What follows belongs to an exercise in optimizing a design on an open flow for small area, a short achievable clock period and few clock cycles; a production flow would make more cautious choices.
In this exercise RTL edits were held to simulation tests only and were not proved equivalent to the original.
No activity file was given, so power comes from the tool's default toggle rates.

$ cat run.sh
#!/bin/bash
# synth_recipe.tcl (not shown) runs the flow's synth.tcl, then flattens the netlist and writes it again
# the make line also repeats each setting of config.mk as NAME=value (left out here)
make -C /OpenROAD-flow-scripts/flow DESIGN_CONFIG=/design/flow/config.mk WORK_HOME=/design/flow/orfs CLKGATE_MAP_FILE= SYNTH_SCRIPT=/design/flow/synth_recipe.tcl finish
$ cat config.mk
export PLATFORM = sky130hd
export DESIGN_NAME = dcache
export DESIGN_NICKNAME = dcache
export VERILOG_FILES = /design/flow/design.v
export SDC_FILE = /design/flow/constraint.sdc
export NUM_CORES = 4
export LEC_CHECK = 0
export CAP_MARGIN = 20
export CORE_MARGIN = 2
export CORE_UTILIZATION = 40
export SETUP_SLACK_MARGIN = 0.3
export SLEW_MARGIN = 20
$ cat constraint.sdc
create_clock -name core_clock -period 7.5 [get_ports {CLK}]
set_input_delay 1.5000 -clock core_clock [delete_from_list [all_inputs] [get_ports {CLK}]]
set_output_delay 1.5000 -clock core_clock [all_outputs]
set_load 0.01 [all_outputs]
$ cat design.v
package dcache_geom_pkg;
  typedef logic [32-1:0] word_t;   
  typedef logic [26-1:0]  tag_t;    
  typedef logic [3-1:0]  index_t;  
  typedef logic [$clog2(2)-1:0] way_sel_t;
  typedef struct packed {
    tag_t                                 tag;
    index_t                               idx;
    logic [$clog2(2)-1:0]   blkoff;   
    logic [2-1:0]        bytoff;   
  } dc_addr_t;
  typedef struct packed {
    tag_t                          tag;
    word_t [2-1:0]   block;   
    logic                          valid;
    logic                          dirty;   
  } line_t;
endpackage
package dcache_ctrl_pkg;
  typedef enum logic [3:0] {
    IDLE,        
    WB0,         
    WB1,         
    FILL0,       
    FILL1,       
    FLUSH_W0L,   
    FLUSH_W0H,
    FLUSH_W1L,
    FLUSH_W1H,   
    FLUSHED      
  } dc_state_e;
  typedef enum logic [2:0] {
    NONE,
    HIT_WRITE,   
    FILL_WORD,   
    FILL_LAST,   
    CLEAN,       
    CLEAR_ALL    
  } arr_cmd_e;
endpackage
module dcache (
  input  logic                     CLK,
  input  logic                     nRST,
  input  logic                     dmemREN,
  input  logic                     dmemWEN,
  input  logic                     halt,
  input  logic [31:0]              dmemaddr,
  input  logic [31:0]              dmemstore,
  output logic                     dhit,
  output logic                     flushed,
  output logic [31:0]              dmemload,
  input  logic [31:0]              wb_dat_i,
  input  logic                     wb_ack,
  output logic                     wb_cyc,
  output logic                     wb_stb,
  output logic                     wb_we,
  output logic [31:0]              wb_adr,
  output logic [31:0]              wb_dat_o
);
  localparam int NS = 8;
  localparam int TW = 26;
  typedef enum logic [2:0] {
    IDLE,    
    WB0,     
    WB1,     
    RD0,     
    RD1,     
    FLUSH    
  } state_e;
  logic [TW-1:0] a_tag;
  logic [2:0]    a_idx;
  logic          a_off;
  assign a_tag = dmemaddr[31:6];
  assign a_idx = dmemaddr[5:3];
  assign a_off = dmemaddr[2];
  logic [TW-1:0] tag_q  [2][NS];
  logic [31:0]   data_q [2][NS][2];
  logic [NS-1:0] valid_q [2];
  logic [NS-1:0] dirty_q [2];
  logic [NS-1:0] lru_q;           
  state_e        state_q, state_d;
  logic [3:0]    fsel_q, fsel_d;  
  logic          fword_q;         
  logic          req;
  logic          fl;
  logic [2:0]    ridx;            
  logic [TW-1:0] rtag [2];
  logic [31:0]   rdat [2][2];
  logic [1:0]    m;               
  logic          vway;            
  logic          vdirty;
  logic          bword;           
  logic          fill_we;         
  logic          fill_done;       
  logic [31:0]   wdata [2];
  assign req  = dmemREN | dmemWEN;
  assign fl   = (state_q == FLUSH);
  assign ridx = fl ? fsel_q[3:1] : a_idx;
  always_comb begin
    for (int w = 0; w < 2; w++) begin
      rtag[w] = tag_q[w][ridx];
      for (int b = 0; b < 2; b++) rdat[w][b] = data_q[w][ridx][b];
    end
  end
  always_comb begin
    for (int w = 0; w < 2; w++)
      m[w] = req && valid_q[w][ridx] && (rtag[w] == a_tag);
  end
  assign vway   = fl ? fsel_q[0] : lru_q[ridx];
  assign vdirty = dirty_q[vway][ridx];
  assign dmemload = m[1] ? rdat[1][a_off] : (m[0] ? rdat[0][a_off] : wb_dat_i);
  assign wdata[0] = (dmemWEN && !a_off) ? dmemstore : wb_dat_i;
  assign wdata[1] = (dmemWEN &&  a_off) ? dmemstore : wb_dat_i;
  always_comb begin
    state_d   = state_q;
    wb_cyc    = 1'b0;
    wb_we     = 1'b0;
    bword     = 1'b0;
    fill_we   = 1'b0;
    fill_done = 1'b0;
    dhit      = m[0] | m[1];
    flushed   = 1'b0;
    case (state_q)
      IDLE: begin
        if (halt) begin
          state_d = FLUSH;
        end else if (req && !(m[0] | m[1])) begin
          wb_cyc = 1'b1;
          if (vdirty) begin
            wb_we = 1'b1;
            if (wb_ack) state_d = WB1;
            else        state_d = WB0;
          end else begin
            bword   = !a_off;
            fill_we = wb_ack;
            if (wb_ack) state_d = RD1;
            else        state_d = RD0;
          end
        end
      end
      WB0: begin
        wb_cyc = 1'b1;
        wb_we  = 1'b1;
        if (wb_ack) state_d = WB1;
      end
      WB1: begin
        wb_cyc = 1'b1;
        wb_we  = 1'b1;
        bword  = 1'b1;
        if (wb_ack) state_d = RD0;
      end
      RD0: begin
        wb_cyc  = 1'b1;
        bword   = !a_off;
        fill_we = wb_ack;
        if (wb_ack) state_d = RD1;
      end
      RD1: begin
        wb_cyc    = 1'b1;
        bword     = a_off;
        fill_we   = wb_ack;
        fill_done = wb_ack;
        dhit      = wb_ack;
        if (wb_ack) state_d = IDLE;
      end
      FLUSH: begin
        wb_cyc  = vdirty;
        wb_we   = vdirty;
        bword   = fword_q;
        flushed = !vdirty;
      end
      default: state_d = IDLE;
    endcase
  end
  assign wb_stb   = wb_cyc;
  assign wb_adr   = {(wb_we ? rtag[vway] : a_tag), ridx, bword, 2'b00};
  assign wb_dat_o = rdat[vway][bword];
  always_comb begin
    logic [15:0] d;
    for (int s = 0; s < NS; s++) begin
      d[2*s]   = dirty_q[0][s];
      d[2*s+1] = dirty_q[1][s];
    end
    if (fl) d[fsel_q] = 1'b0;
    fsel_d = fsel_q;
    for (int i = 15; i >= 0; i--) if (d[i]) fsel_d = 4'(i);
  end
  always_ff @(posedge CLK) begin
    for (int w = 0; w < 2; w++)
      for (int s = 0; s < NS; s++) begin
        if (fill_done && vway == w && a_idx == s) tag_q[w][s] <= a_tag;
        for (int b = 0; b < 2; b++)
          if ((dmemWEN && m[w] && a_idx == s && a_off == b) ||
              (fill_we && vway == w && a_idx == s && bword == b))
            data_q[w][s][b] <= wdata[b];
      end
  end
  always_ff @(posedge CLK, negedge nRST) begin
    if (!nRST) begin
      for (int w = 0; w < 2; w++) begin
        valid_q[w] <= '0;
        dirty_q[w] <= '0;
      end
      lru_q <= '0;
    end else begin
      for (int w = 0; w < 2; w++)
        for (int s = 0; s < NS; s++) begin
          if (fill_done && vway == w && a_idx == s) begin
            valid_q[w][s] <= 1'b1;
            dirty_q[w][s] <= dmemWEN;
          end
          if (dmemWEN && m[w] && a_idx == s) dirty_q[w][s] <= 1'b1;
          if (fl && wb_ack && fword_q && vdirty && fsel_q == 4'(2*s+w)) dirty_q[w][s] <= 1'b0;
        end
      for (int s = 0; s < NS; s++) begin
        if (m[0] && a_idx == s) lru_q[s] <= 1'b1;
        if (m[1] && a_idx == s) lru_q[s] <= 1'b0;
        if (fill_done && a_idx == s) lru_q[s] <= !vway;
      end
    end
  end
  always_ff @(posedge CLK, negedge nRST) begin
    if (!nRST) begin
      state_q <= IDLE;
      fsel_q  <= '0;
      fword_q <= 1'b0;
    end else begin
      state_q <= state_d;
      if ((state_q == IDLE && halt) || (fl && wb_ack && fword_q && vdirty)) fsel_q <= fsel_d;
      if (fl && wb_ack && vdirty) fword_q <= !fword_q;
    end
  end
endmodule
==> results of run 1 <==
## worst paths after layout
kind | end | slack, ns | depth (start not counted)
min | valid_q[0][4]$_DFFE_PN0P_ | 0.47 | 1
min reg2reg | valid_q[0][4]$_DFFE_PN0P_ | 0.47 | 1
max | wb_dat_o[3] | 0.14 | 23
min in group asynchronous | dirty_q[1][5]$_DFFE_PN0P_ | 0.85 | 2
max in group asynchronous | fsel_q[3]$_DFFE_PN0P_ | 6.18 | 2
max reg2reg | data_q[1][15]$_DFFE_PP_ | 1.87 | 20
## synthesized netlist by cell type, types with 6 or more instances
cell type,count,area [um^2]
sky130_fd_sc_hd__nor2b_1,17,106
sky130_fd_sc_hd__a21oi_1,197,986
sky130_fd_sc_hd__mux2_2,119,1340
sky130_fd_sc_hd__a222oi_1,135,1350
sky130_fd_sc_hd__o2111ai_1,8,70.1
sky130_fd_sc_hd__nand2_1,363,1360
sky130_fd_sc_hd__dfrtp_1,48,1200
sky130_fd_sc_hd__and3_1,114,713
sky130_fd_sc_hd__a31oi_1,27,169
sky130_fd_sc_hd__nand3_1,39,195
sky130_fd_sc_hd__nor2_1,176,661
sky130_fd_sc_hd__and2_1,7,43.8
sky130_fd_sc_hd__or4_1,6,45.0
sky130_fd_sc_hd__nor3_1,41,205
sky130_fd_sc_hd__o31ai_1,14,105
sky130_fd_sc_hd__o21ai_0,96,480
sky130_fd_sc_hd__o22ai_1,69,432
sky130_fd_sc_hd__mux2i_1,219,2190
sky130_fd_sc_hd__edfxtp_1,1440,43200
sky130_fd_sc_hd__a211oi_1,17,128
sky130_fd_sc_hd__a22o_1,109,955
sky130_fd_sc_hd__or3_1,13,81.3
sky130_fd_sc_hd__o211ai_1,6,45.0
sky130_fd_sc_hd__nor4_1,12,75.1
sky130_fd_sc_hd__a221oi_1,121,1060
sky130_fd_sc_hd__inv_1,49,184
sky130_fd_sc_hd__mux2_1,8,90.1
sky130_fd_sc_hd__a22oi_1,54,405
sky130_fd_sc_hd__buf_2,52,260
sky130_fd_sc_hd__nand3b_1,11,82.6
sky130_fd_sc_hd__a32oi_1,28,245
sky130_fd_sc_hd__nand4_1,23,144
sky130_fd_sc_hd__a2bb2oi_1,9,78.8
sky130_fd_sc_hd__o21a_1,10,75.1
sky130_fd_sc_hd__buf_6,8,90.1
sky130_fd_sc_hd__buf_1,24,90.1
sky130_fd_sc_hd__nand4b_1,6,52.6
sky130_fd_sc_hd__clkbuf_1,173,649
sky130_fd_sc_hd__xor2_1,6,52.6
sky130_fd_sc_hd__nand2b_1,48,300
sky130_fd_sc_hd__o221ai_1,7,61.3
sky130_fd_sc_hd__a32o_1,6,60.1
sky130_fd_sc_hd__buf_4,9,67.6
## power groups by stage
stage	registers [uW]	logic (uW)	clock network, uW
final	9530	9000	7550
after CTS	9520	8430	7600
after detailed placement	9690	7900	0
after global routing	9540	9320	7910
after floorplan	9620	3920	0
after global placement	9680	7860	0
## metrics by stage
step / power [uW] / utilization, % / worst slack, ns / cell area, um^2 / instances
3_3_place_gp: 17500 / 46.4 / -0.806 / 70500 / 6571
6_report: 26100 / 51.0 / 0.139 / 77500 / 6962
4_1_cts: 25500 / 50.6 / 0.230 / 77000 / 6932
3_5_place_dp: 17600 / 46.4 / -0.916 / 70500 / 6571
5_1_grt: 26800 / 51.0 / 0.0760 / 77500 / 6960
2_1_floorplan: 13500 / - / 0.950 / 61300 / 4055
## final cells by class
| type | instances | area, um^2 | area share [%] |
|---|---|---|---|
| repair buffers | 857 | 8720 | 11.2 |
| flip-flops and latches | 1488 | 44400 | 57.3 |
| clock inverters | 83 | 938 | 1.21 |
| inverters | 52 | 211 | 0.273 |
| clock buffers | 198 | 4040 | 5.21 |
| well taps | 2030 | 2540 | 3.28 |
| repair inverters | 1 | 16.3 | 0.0210 |
| diodes | 3 | 7.51 | 0.00968 |
| multi-input cells | 2250 | 16600 | 21.4 |
## sequential cells by signal, summed over array words and instances, names as in the netlist
| name | count |
|---|---|
| dirty_q | 16 |
| state_q | 3 |
| fword_q | 1 |
| fsel_q | 4 |
| valid_q | 16 |
| data_q | 1024 |
| tag_q | 416 |
| lru_q | 8 |
## what timing repair did
item,CTS,global route
setup buffers,68,25
endpoints found under the hold margin,0,0
pin swaps,42,37
setup endpoints to repair,95,92
gates cloned,12,2
gates resized for setup,333,255
## layer usage
metal	GRT usage [%]	routed length [um]	vias up
li1	-	-	17893
met1	37.5	84700	21829
met2	41.5	97300	2786
met3	5.75	25000	394
met4	8.14	6600	6
met5	0	35	-
## cell families after synthesis
kind of cell,Yosys count
mux,349
other cells,1
xor+xnor,11
flops,1488
compound gates,986
buf+inv,318
simple gates,900
fa+ha+maj,1
==> results.json, run 1 <==
{
  "slowest_delay_ns": 0.39,
  "die_height_um": 396,
  "postSynthAreaPerCell_um2": 15.1,
  "finalSetupTns_ns": 0,
  "core.rowCount": 143,
  "timing_worst_setup_path_type": "in2out",
  "cp.arrival_ns": 5.86,
  "h_tree_lvls": 4,
  "worst_setup_path_end_kind": "output port",
  "grtUsageTotal_pct": 26.7,
  "crit_path_start_kind": "input port",
  "worstHoldStart": "valid_q[0][4]$_DFFE_PN0P_",
  "synth.cell_area_um2": 61300,
  "drt-pass1-iter-count": 10,
  "root_buffer": "sky130_fd_sc_hd__clkbuf_16",
  "critPathMaxFanout": 8,
  "status": "complete, no violations",
  "cp_startpoint": "dmemaddr[4]",
  "average_vias_per_placed_instance": 6.16,
  "place_hpwl_mm": 135,
  "worstReg2RegStart": "state_q[0]$_DFFE_PN0P_",
  "power_switching_share_pct": 32.8,
  "commonest_non_fill_non_tap_cell_in_the_layout": "sky130_fd_sc_hd__edfxtp_1",
  "max_freq_ghz": 0.136,
  "grt_remaining_overflow": 0,
  "layout_min_cycle_time_ns": 7.36,
  "drive_above_1_share_pct": 25.5,
  "core_um2": 152000,
  "drcViolationCount": 0,
  "grt_start_max_net_pins": 123,
  "routed_wirelength_mm": 214,
  "cp_top_family": "buffers and inverters",
  "synth_edf_count": 1440,
  "net_count_of_the_finished_layout": 4908,
  "detail-route-antenna-nets": 0,
  "clkSinkCount": 1488,
  "initial_utilization_pct": 40.3,
  "post_synth_fa_ha_maj_area_fraction_pct": 0.0204,
  "register_area_share_after_synthesis_pct": 72.5,
  "final_weighted_congestion_of_routability_driven_global_placement": 0.949,
  "first_global_vias": 41046,
  "skew_ns": 0.0672,
  "share_seq_of_total_power_pct": 36.5,
  "power_per_cell_area_nw_per_um2": 336,
  "synth.distinct_cells": 94,
  "worstPathBufferInverterCount": 12,
  "yosys-mux-area-fraction_pct": 5.99,
  "setup_viol": 0,
  "vias": 42908,
  "cts-buffers-inserted": 155,
  "cts_tree": "yes",
  "switchingPower_uw": 8560,
  "drv.max_cap_violation_count": 0,
  "synth_seq_cells": 1488,
  "clkLatencyLatePin_ns": 0.81,
  "layout.cells.most_common_list": "sky130_fd_sc_hd__edfxtp_1 (1440), sky130_fd_sc_hd__buf_4 (493), sky130_fd_sc_hd__nand2_1 (359), sky130_fd_sc_hd__mux2i_1 (204), sky130_fd_sc_hd__a21oi_1 (171)",
  "combinationalPowerShare_pct": 34.5,
  "final.fill_count": 12779,
  "cts_hold_buffers": 0,
  "cp_slowest_cell": "sky130_fd_sc_hd__nor4_2",
  "die_w_um": 396,
  "power_report.internal_total_uw": 17500,
  "ctsLongestPathBuffers": 3,
  "cts.clk_slew.worst_paths_ns": 0.06,
  "main_combinational_cell_family_by_area_after_synthesis": "compound AO/OA/AOI/OAI gates",
  "synth_xor_xnor_area_share_pct": 0.157,
  "timing.hold.worst.class": "reg2reg",
  "growth_of_design_area_from_synthesis_to_finish_pct": 26.5,
  "synthesized_area_fraction_occupied_by_ao_oa_aoi_and_oai_cells_pct": 12.1,
  "worst_ep_required_time_ns": 6.00,
  "synth_ff_type": "sky130_fd_sc_hd__edfxtp_1",
  "p_leak_uw": 0.0268,
  "tightestPinTransition_ns": 1.05,
  "drt_first_iter_violations": 5974,
  "placement.io_buffers": 198,
  "relative_slew_slack_pct": 30.1,
  "number_of_antenna_violations_at_the_first_check_in_global_routing": 9,
  "min_period_over_period_pct": 98.1,
  "number_of_synthesis_warnings": 8,
  "netlist_instances": 4054,
  "design.portCount": 203,
  "fraction_of_registers_with_async_set_reset_pct": 3.23,
  "final.hold.worst_slack_ns": 0.468,
  "yosys.area_share.simple_pct": 7.04,
  "rsz0062_at_grt": "true",
  "report.final.hold_viol_count": 0,
  "ordered_list_of_cells_on_the_worst_path": "buf_12 > buf_12 > or3b_4 > mux2i_4 > buf_12 > buf_12 > buf_4 > a22oi_1 > o21ai_1 > buf_4 > o21a_1 > nor4_2 > nand4b_1 > nor4_2 > buf_4 > o31a_1 > buf_6 > clkinv_8 > buf_4 > clkbuf_16 > mux2i_1 > mux2_4 > buf_6",
  "routedWlPerCell_um": 30.7,
  "global_route_wire_length_before_repair_mm": 301,
  "maxSlewViolCount": 0,
  "clock_share_of_power_pct": 28.9,
  "irDropWorstVdd_uv": 253,
  "fp.dieArea_um2": 156000
}
Testbench counts, summed over its fixed seeds: cycles 18,876.
==> inputs of run 2 (changes only) <==
--- a/design.v
+++ b/design.v
@@ -82,19 +82,24 @@
   logic [3:0]    fsel_q, fsel_d;  
   logic          fword_q;         
   logic          req;
-  logic          fl;
+  logic          fl;              
   logic [2:0]    ridx;            
   logic [TW-1:0] rtag [2];
   logic [31:0]   rdat [2][2];
   logic [1:0]    m;               
+  logic [NS-1:0] lhit [2];        
   logic          vway;            
   logic          vdirty;
   logic          bword;           
   logic          fill_we;         
   logic          fill_done;       
   logic [31:0]   wdata [2];
+  logic          idle;            
+  logic          sel1;            
+  logic          wsel;            
+  logic          dword;           
+  logic [NS-1:0] vdirty_s;        
   assign req  = dmemREN | dmemWEN;
-  assign fl   = (state_q == FLUSH);
   assign ridx = fl ? fsel_q[3:1] : a_idx;
   always_comb begin
     for (int w = 0; w < 2; w++) begin
@@ -104,18 +109,34 @@
   end
   always_comb begin
     for (int w = 0; w < 2; w++)
-      m[w] = req && valid_q[w][ridx] && (rtag[w] == a_tag);
+      for (int s = 0; s < NS; s++)
+        lhit[w][s] = valid_q[w][s] && (tag_q[w][s] == a_tag);
+    for (int w = 0; w < 2; w++)
+      m[w] = req && lhit[w][a_idx];
+  end
+  always_comb begin
+    for (int s = 0; s < NS; s++) vdirty_s[s] = dirty_q[lru_q[s]][s];
   end
   assign vway   = fl ? fsel_q[0] : lru_q[ridx];
-  assign vdirty = dirty_q[vway][ridx];
-  assign dmemload = m[1] ? rdat[1][a_off] : (m[0] ? rdat[0][a_off] : wb_dat_i);
+  assign vdirty = fl ? dirty_q[fsel_q[0]][fsel_q[3:1]] : vdirty_s[a_idx];
+  assign sel1     = lhit[1][a_idx];
+  assign dmemload = sel1 ? rdat[1][a_off] : (idle ? rdat[0][a_off] : wb_dat_i);
   assign wdata[0] = (dmemWEN && !a_off) ? dmemstore : wb_dat_i;
   assign wdata[1] = (dmemWEN &&  a_off) ? dmemstore : wb_dat_i;
+  assign wsel = (state_q == WB0) || (state_q == WB1) || fl || (idle && vdirty);
+  always_comb begin
+    case (state_q)
+      IDLE:    bword = vdirty ? 1'b0 : !a_off;
+      WB0:     bword = 1'b0;
+      WB1:     bword = 1'b1;
+      RD0:     bword = !a_off;
+      RD1:     bword = a_off;
+      default: bword = fword_q;
+    endcase
+  end
   always_comb begin
     state_d   = state_q;
     wb_cyc    = 1'b0;
-    wb_we     = 1'b0;
-    bword     = 1'b0;
     fill_we   = 1'b0;
     fill_done = 1'b0;
     dhit      = m[0] | m[1];
@@ -127,11 +148,9 @@
         end else if (req && !(m[0] | m[1])) begin
           wb_cyc = 1'b1;
           if (vdirty) begin
-            wb_we = 1'b1;
             if (wb_ack) state_d = WB1;
             else        state_d = WB0;
           end else begin
-            bword   = !a_off;
             fill_we = wb_ack;
             if (wb_ack) state_d = RD1;
             else        state_d = RD0;
@@ -140,24 +159,19 @@
       end
       WB0: begin
         wb_cyc = 1'b1;
-        wb_we  = 1'b1;
         if (wb_ack) state_d = WB1;
       end
       WB1: begin
         wb_cyc = 1'b1;
-        wb_we  = 1'b1;
-        bword  = 1'b1;
         if (wb_ack) state_d = RD0;
       end
       RD0: begin
         wb_cyc  = 1'b1;
-        bword   = !a_off;
         fill_we = wb_ack;
         if (wb_ack) state_d = RD1;
       end
       RD1: begin
         wb_cyc    = 1'b1;
-        bword     = a_off;
         fill_we   = wb_ack;
         fill_done = wb_ack;
         dhit      = wb_ack;
@@ -165,16 +179,16 @@
       end
       FLUSH: begin
         wb_cyc  = vdirty;
-        wb_we   = vdirty;
-        bword   = fword_q;
         flushed = !vdirty;
       end
       default: state_d = IDLE;
     endcase
   end
   assign wb_stb   = wb_cyc;
-  assign wb_adr   = {(wb_we ? rtag[vway] : a_tag), ridx, bword, 2'b00};
-  assign wb_dat_o = rdat[vway][bword];
+  assign wb_we    = wsel;
+  assign wb_adr   = {(wsel ? rtag[vway] : a_tag), ridx, bword, 2'b00};
+  assign dword    = (state_q == WB1) || (fl && fword_q);
+  assign wb_dat_o = rdat[vway][dword];
   always_comb begin
     logic [15:0] d;
     for (int s = 0; s < NS; s++) begin
@@ -222,10 +236,14 @@
   always_ff @(posedge CLK, negedge nRST) begin
     if (!nRST) begin
       state_q <= IDLE;
+      idle    <= 1'b1;
+      fl      <= 1'b0;
       fsel_q  <= '0;
       fword_q <= 1'b0;
     end else begin
       state_q <= state_d;
+      idle    <= (state_d == IDLE);
+      fl      <= (state_d == FLUSH);
       if ((state_q == IDLE && halt) || (fl && wb_ack && fword_q && vdirty)) fsel_q <= fsel_d;
       if (fl && wb_ack && vdirty) fword_q <= !fword_q;
     end
--- a/config.mk
+++ b/config.mk
@@ -5,8 +5,11 @@
 export SDC_FILE = /design/flow/constraint.sdc
 export NUM_CORES = 4
 export LEC_CHECK = 0
+export ABC_CLOCK_PERIOD_IN_PS = 5000
 export CAP_MARGIN = 20
 export CORE_MARGIN = 2
-export CORE_UTILIZATION = 40
-export SETUP_SLACK_MARGIN = 0.3
+export CORE_UTILIZATION = 65
+export CTS_BUF_LIST = sky130_fd_sc_hd__clkbuf_8
+export SETUP_SLACK_MARGIN = 2.5
 export SLEW_MARGIN = 20
+export TNS_END_PERCENT = 0
==> results.json, run 2 <==
{
  "relative_slew_slack_pct": 25.0,
  "report.final.hold_viol_count": 0,
  "die_height_um": 318,
  "crit_top_cell": "sky130_fd_sc_hd__buf_4",
  "synth.cell_area_um2": 63900,
  "core_um2": 97000,
  "status": "complete, no violations",
  "totalPowerFinal_uw": 24600,
  "synth.distinct_cells": 78,
  "finalSetupTns_ns": 0,
  "routedWlPerCell_um": 37.1,
  "net_count_of_the_finished_layout": 5084,
  "layout_min_cycle_time_ns": 5.73,
  "design.portCount": 203,
  "netlist_top_cells_area": "sky130_fd_sc_hd__edfxtp_1 (68%), sky130_fd_sc_hd__a22oi_1 (4.8%), sky130_fd_sc_hd__xnor2_1 (4.0%), sky130_fd_sc_hd__dfrtp_1 (1.9%), sky130_fd_sc_hd__nand2_1 (1.9%)",
  "p_leak_uw": 0.0263,
  "crit_path_start_kind": "input port",
  "cp_slowest_cell": "sky130_fd_sc_hd__xnor2_1",
  "place_hpwl_mm": 133,
  "clkSinkCount": 1490,
  "routed_wirelength_mm": 240,
  "max_flop_register": "data_q",
  "ctsLongestPathBuffers": 3,
  "slowest_delay_ns": 0.48,
  "ordered_list_of_cells_on_the_worst_path": "buf_4 > xnor2_1 > nand4_1 > nor4_4 > a31oi_1 > a211o_4 > buf_8 > and2_4 > buf_4 > nor2_4 > a21oi_4 > buf_2",
  "netlist_instances": 4388,
  "drt-pass1-iter-count": 6,
  "timing_worst_setup_path_type": "in2out",
  "detail-route-antenna-nets": 0,
  "skew_ns": 0.0452,
  "drive_above_1_share_pct": 25.8,
  "power_report.internal_total_uw": 15900,
  "h_tree_lvls": 4,
  "min_period_over_period_pct": 76.4,
  "root_buffer": "sky130_fd_sc_hd__clkbuf_8",
  "fp.dieArea_um2": 101000,
  "die_w_um": 318,
  "clkLatencyLatePin_ns": 0.95,
  "grt_remaining_overflow": 0,
  "drt_first_iter_violations": 9101,
  "grt_start_max_net_pins": 70,
  "worst_setup_path_end_kind": "output port",
  "clock_share_of_power_pct": 26.3,
  "biggestRegsByFlops": "data_q x1024, tag_q x416",
  "cts-buffers-inserted": 227,
  "setup_viol": 0,
  "combinationalPowerShare_pct": 33.9,
  "synth_seq_cells": 1490,
  "largest_register_ff_count": 1024,
  "irDropWorstVdd_uv": 262,
  "yosys.area.top_type_share_pct": 67.7,
  "core.rowCount": 114,
  "worst_ep_required_time_ns": 6.00,
  "final_weighted_congestion_of_routability_driven_global_placement": 0.970,
  "synth.most_common_cell": "sky130_fd_sc_hd__edfxtp_1",
  "cts.clk_slew.worst_paths_ns": 0.06,
  "cp.arrival_ns": 4.23,
  "growth_of_design_area_from_synthesis_to_finish_pct": 22.9,
  "max_freq_ghz": 0.174,
  "number_of_synthesis_warnings": 9,
  "final.fill_count": 5251,
  "grtUsageTotal_pct": 47.2,
  "placement.io_buffers": 198,
  "layout.cells.most_common_list": "sky130_fd_sc_hd__edfxtp_1 (1440), sky130_fd_sc_hd__a22oi_1 (394), sky130_fd_sc_hd__nand2_1 (304), sky130_fd_sc_hd__xnor2_1 (278), sky130_fd_sc_hd__buf_4 (275)",
  "share_seq_of_total_power_pct": 39.8,
  "post-synth-top-area-cell": "sky130_fd_sc_hd__edfxtp_1",
  "number_of_antenna_violations_at_the_first_check_in_global_routing": 13,
  "commonest_non_fill_non_tap_cell_in_the_layout": "sky130_fd_sc_hd__edfxtp_1",
  "fraction_of_registers_with_async_set_reset_pct": 3.36,
  "timing.hold.worst.class": "reg2reg",
  "power_switching_share_pct": 35.3,
  "drv.max_cap_violation_count": 0,
  "critPathMaxFanout": 18,
  "register_area_share_after_synthesis_pct": 69.6,
  "cp_top_family": "simple AND/OR/NAND/NOR gates",
  "rsz0062_at_grt": "true",
  "synth_edf_count": 1440,
  "drcViolationCount": 0,
  "maxSlewViolCount": 0,
  "global_route_wire_length_before_repair_mm": 334,
  "initial_utilization_pct": 65.9,
  "postSynthAreaPerCell_um2": 14.6,
  "worstPathBufferInverterCount": 4,
  "switchingPower_uw": 8680,
  "cts_tree": "yes",
  "vias": 47216,
  "synth_ff_type": "sky130_fd_sc_hd__edfxtp_1",
  "tightestPinTransition_ns": 1.13,
  "synth.cells.most_frequent": "sky130_fd_sc_hd__edfxtp_1 (1440), sky130_fd_sc_hd__a22oi_1 (409), sky130_fd_sc_hd__nand2_1 (315)",
  "first_global_vias": 45035,
  "average_vias_per_placed_instance": 7.30,
  "power_per_cell_area_nw_per_um2": 313
}
[run 2: cell types whose count changed in the layout (fill, tap and decap cells not counted), moves of 43 or more]
cell	previous run	this run
sky130_fd_sc_hd__a22oi_1	50	394
sky130_fd_sc_hd__xnor2_1	5	278
sky130_fd_sc_hd__clkbuf_8	0	228
sky130_fd_sc_hd__buf_4	493	275
sky130_fd_sc_hd__clkbuf_16	157	1
sky130_fd_sc_hd__a222oi_1	135	1
sky130_fd_sc_hd__mux2i_1	204	76
sky130_fd_sc_hd__xor2_1	5	118
sky130_fd_sc_hd__nand4_1	23	109
sky130_fd_sc_hd__and3_1	114	35
sky130_fd_sc_hd__a221oi_1	115	45
sky130_fd_sc_hd__nand2_1	359	304
sky130_fd_sc_hd__buf_12	126	79
sky130_fd_sc_hd__clkbuf_1	43	0
[run 2: worst reg2reg max path, stage by stage, from the launching register on]
cell and delay (ns):
sky130_fd_sc_hd__dfrtp_4 0.61, sky130_fd_sc_hd__mux4_2 0.56, sky130_fd_sc_hd__mux4_2 0.55, sky130_fd_sc_hd__mux2i_1 0.35
sky130_fd_sc_hd__ha_1 0.21, sky130_fd_sc_hd__nand2_1 0.08, sky130_fd_sc_hd__o41ai_2 0.61, sky130_fd_sc_hd__a31oi_2 0.53
sky130_fd_sc_hd__nor2_4 0.40, sky130_fd_sc_hd__buf_4 0.59
[run 2: worst paths after layout]
path | start | endpoint | slack (ns) | cells after the start
min | valid_q[1][1]$_DFFE_PN0P_ | valid_q[1][1]$_DFFE_PN0P_ | 0.47 | 1
min in group asynchronous | nRST | valid_q[0][7]$_DFFE_PN0P_ | 0.69 | 2
max reg2reg | fsel_q[0]$_DFFE_PN0P_ | data_q[17][17]$_DFFE_PP_ | 2.56 | 9
min reg2reg | valid_q[1][1]$_DFFE_PN0P_ | valid_q[1][1]$_DFFE_PN0P_ | 0.47 | 1
max in group asynchronous | nRST | fl$_DFF_PN0_ | 5.91 | 2
max | dmemaddr[25] | dmemload[7] | 1.77 | 12
[run 2: area by class of cell]
class	count	area (um^2)	share of cell area [%]
sequential	1490	44500	56.7
multi-input combinational	2576	20000	25.5
timing repair buffer	666	7970	10.2
clock buffer	228	3140	4.00
tap	1276	1600	2.03
clock inverter	198	1150	1.46
inverter	20	106	0.135
antenna	14	35.0	0.0446
[run 2: repair_timing]
item	4_1_cts	5_1_grt
buffers inserted	170	13
cloned	59	1
hold buffers	0	0
endpoints found under the setup margin	920	226
pin swaps	171	30
gates resized for setup	946	40
[run 2: power by group through the flow]
stage               Combinational (uW)  Sequential (uW)  Clock [uW]
CTS                               7830             9770        6420
floorplan                         3380             9780           0
detailed placement                6370             9940           0
global placement                  6330             9930           0
finish                            8340             9780        6480
global route                      8460             9810        6800
[run 2: per-layer routing]
metal	wire [um]	share of wire, %	track usage, %
met1	79000	33	61.3
met4	19700	8.2	31.7
met3	36500	15	14.1
met5	63	0.026	0
met2	105000	44	69.5
[run 2: kinds of logic (layout without fill, tap and decap cells)]
| family | count (synthesis) | in the layout | synth area share, % |
|---|---|---|---|
| AO/OA/AOI/OAI | 1087 | 1087 | 12.0 |
| XOR/XNOR | 419 | 419 | 5.74 |
| adder cells (fa/ha/maj) | 1 | 1 | 0.0196 |
| buffers and inverters | 329 | 1112 | 2.55 |
| flip-flops | 1490 | 1490 | 69.6 |
| multiplexers | 186 | 186 | 3.39 |
| other | 1 | 16 | 0.00587 |
| AND/OR/NAND/NOR | 875 | 881 | 6.63 |
[run 2: per-stage QoR]
step / hold WS (ns) / cells / utilization, % / area (um^2) / setup WS [ns]
2_1_floorplan: 0.425 / 4389 / - / 63900 / 2.25
3_3_place_gp: 0.445 / 5785 / 70.5 / 68300 / 0.273
3_5_place_dp: 0.450 / 5785 / 70.5 / 68300 / 0.301
4_1_cts: 0.472 / 6440 / 80.6 / 78200 / 1.96
5_1_grt: 0.486 / 6455 / 80.9 / 78500 / 1.79
6_report: 0.469 / 6468 / 80.9 / 78500 / 1.77
Testbench counts of run 2, summed over its fixed seeds: cycles 18,876.

==> re-timing with driven ports <==
No port has a modelled driver above. Below, the same layouts with a new extraction and two added sets of constraints.
Step 1 (the two cells are an assumption about what drives the block):
set clk [get_ports {CLK}]
set_driving_cell -lib_cell sky130_fd_sc_hd__clkbuf_16 $clk
set_driving_cell -lib_cell sky130_fd_sc_hd__buf_2 [delete_from_list [all_inputs] $clk]
Step 2 also shifts input and output timing later by t, the mid clock arrival at the registers, as if the neighbouring blocks saw the same clock.
Three values: ideal, step 1, step 2; two values: the first two.
run	t (ns)	setup WS [ns]	latest minus earliest clock arrival (ns)	slew at the worst register clock pin (ns)	worst data-port slew with drivers (ns)
run 1	0.859	0.139 / 0.084 / 0.084	0.068 / 0.067	0.07 / 0.07	0.22
run 2	1.002	1.768 / 1.745 / 1.408	0.045 / 0.045	0.08 / 0.08	0.25
After both steps every run listed still meets setup and hold. For run 2, which loses most, drivers alone change the setup slack by -0.023 ns; drivers and shift together by -0.360 ns.
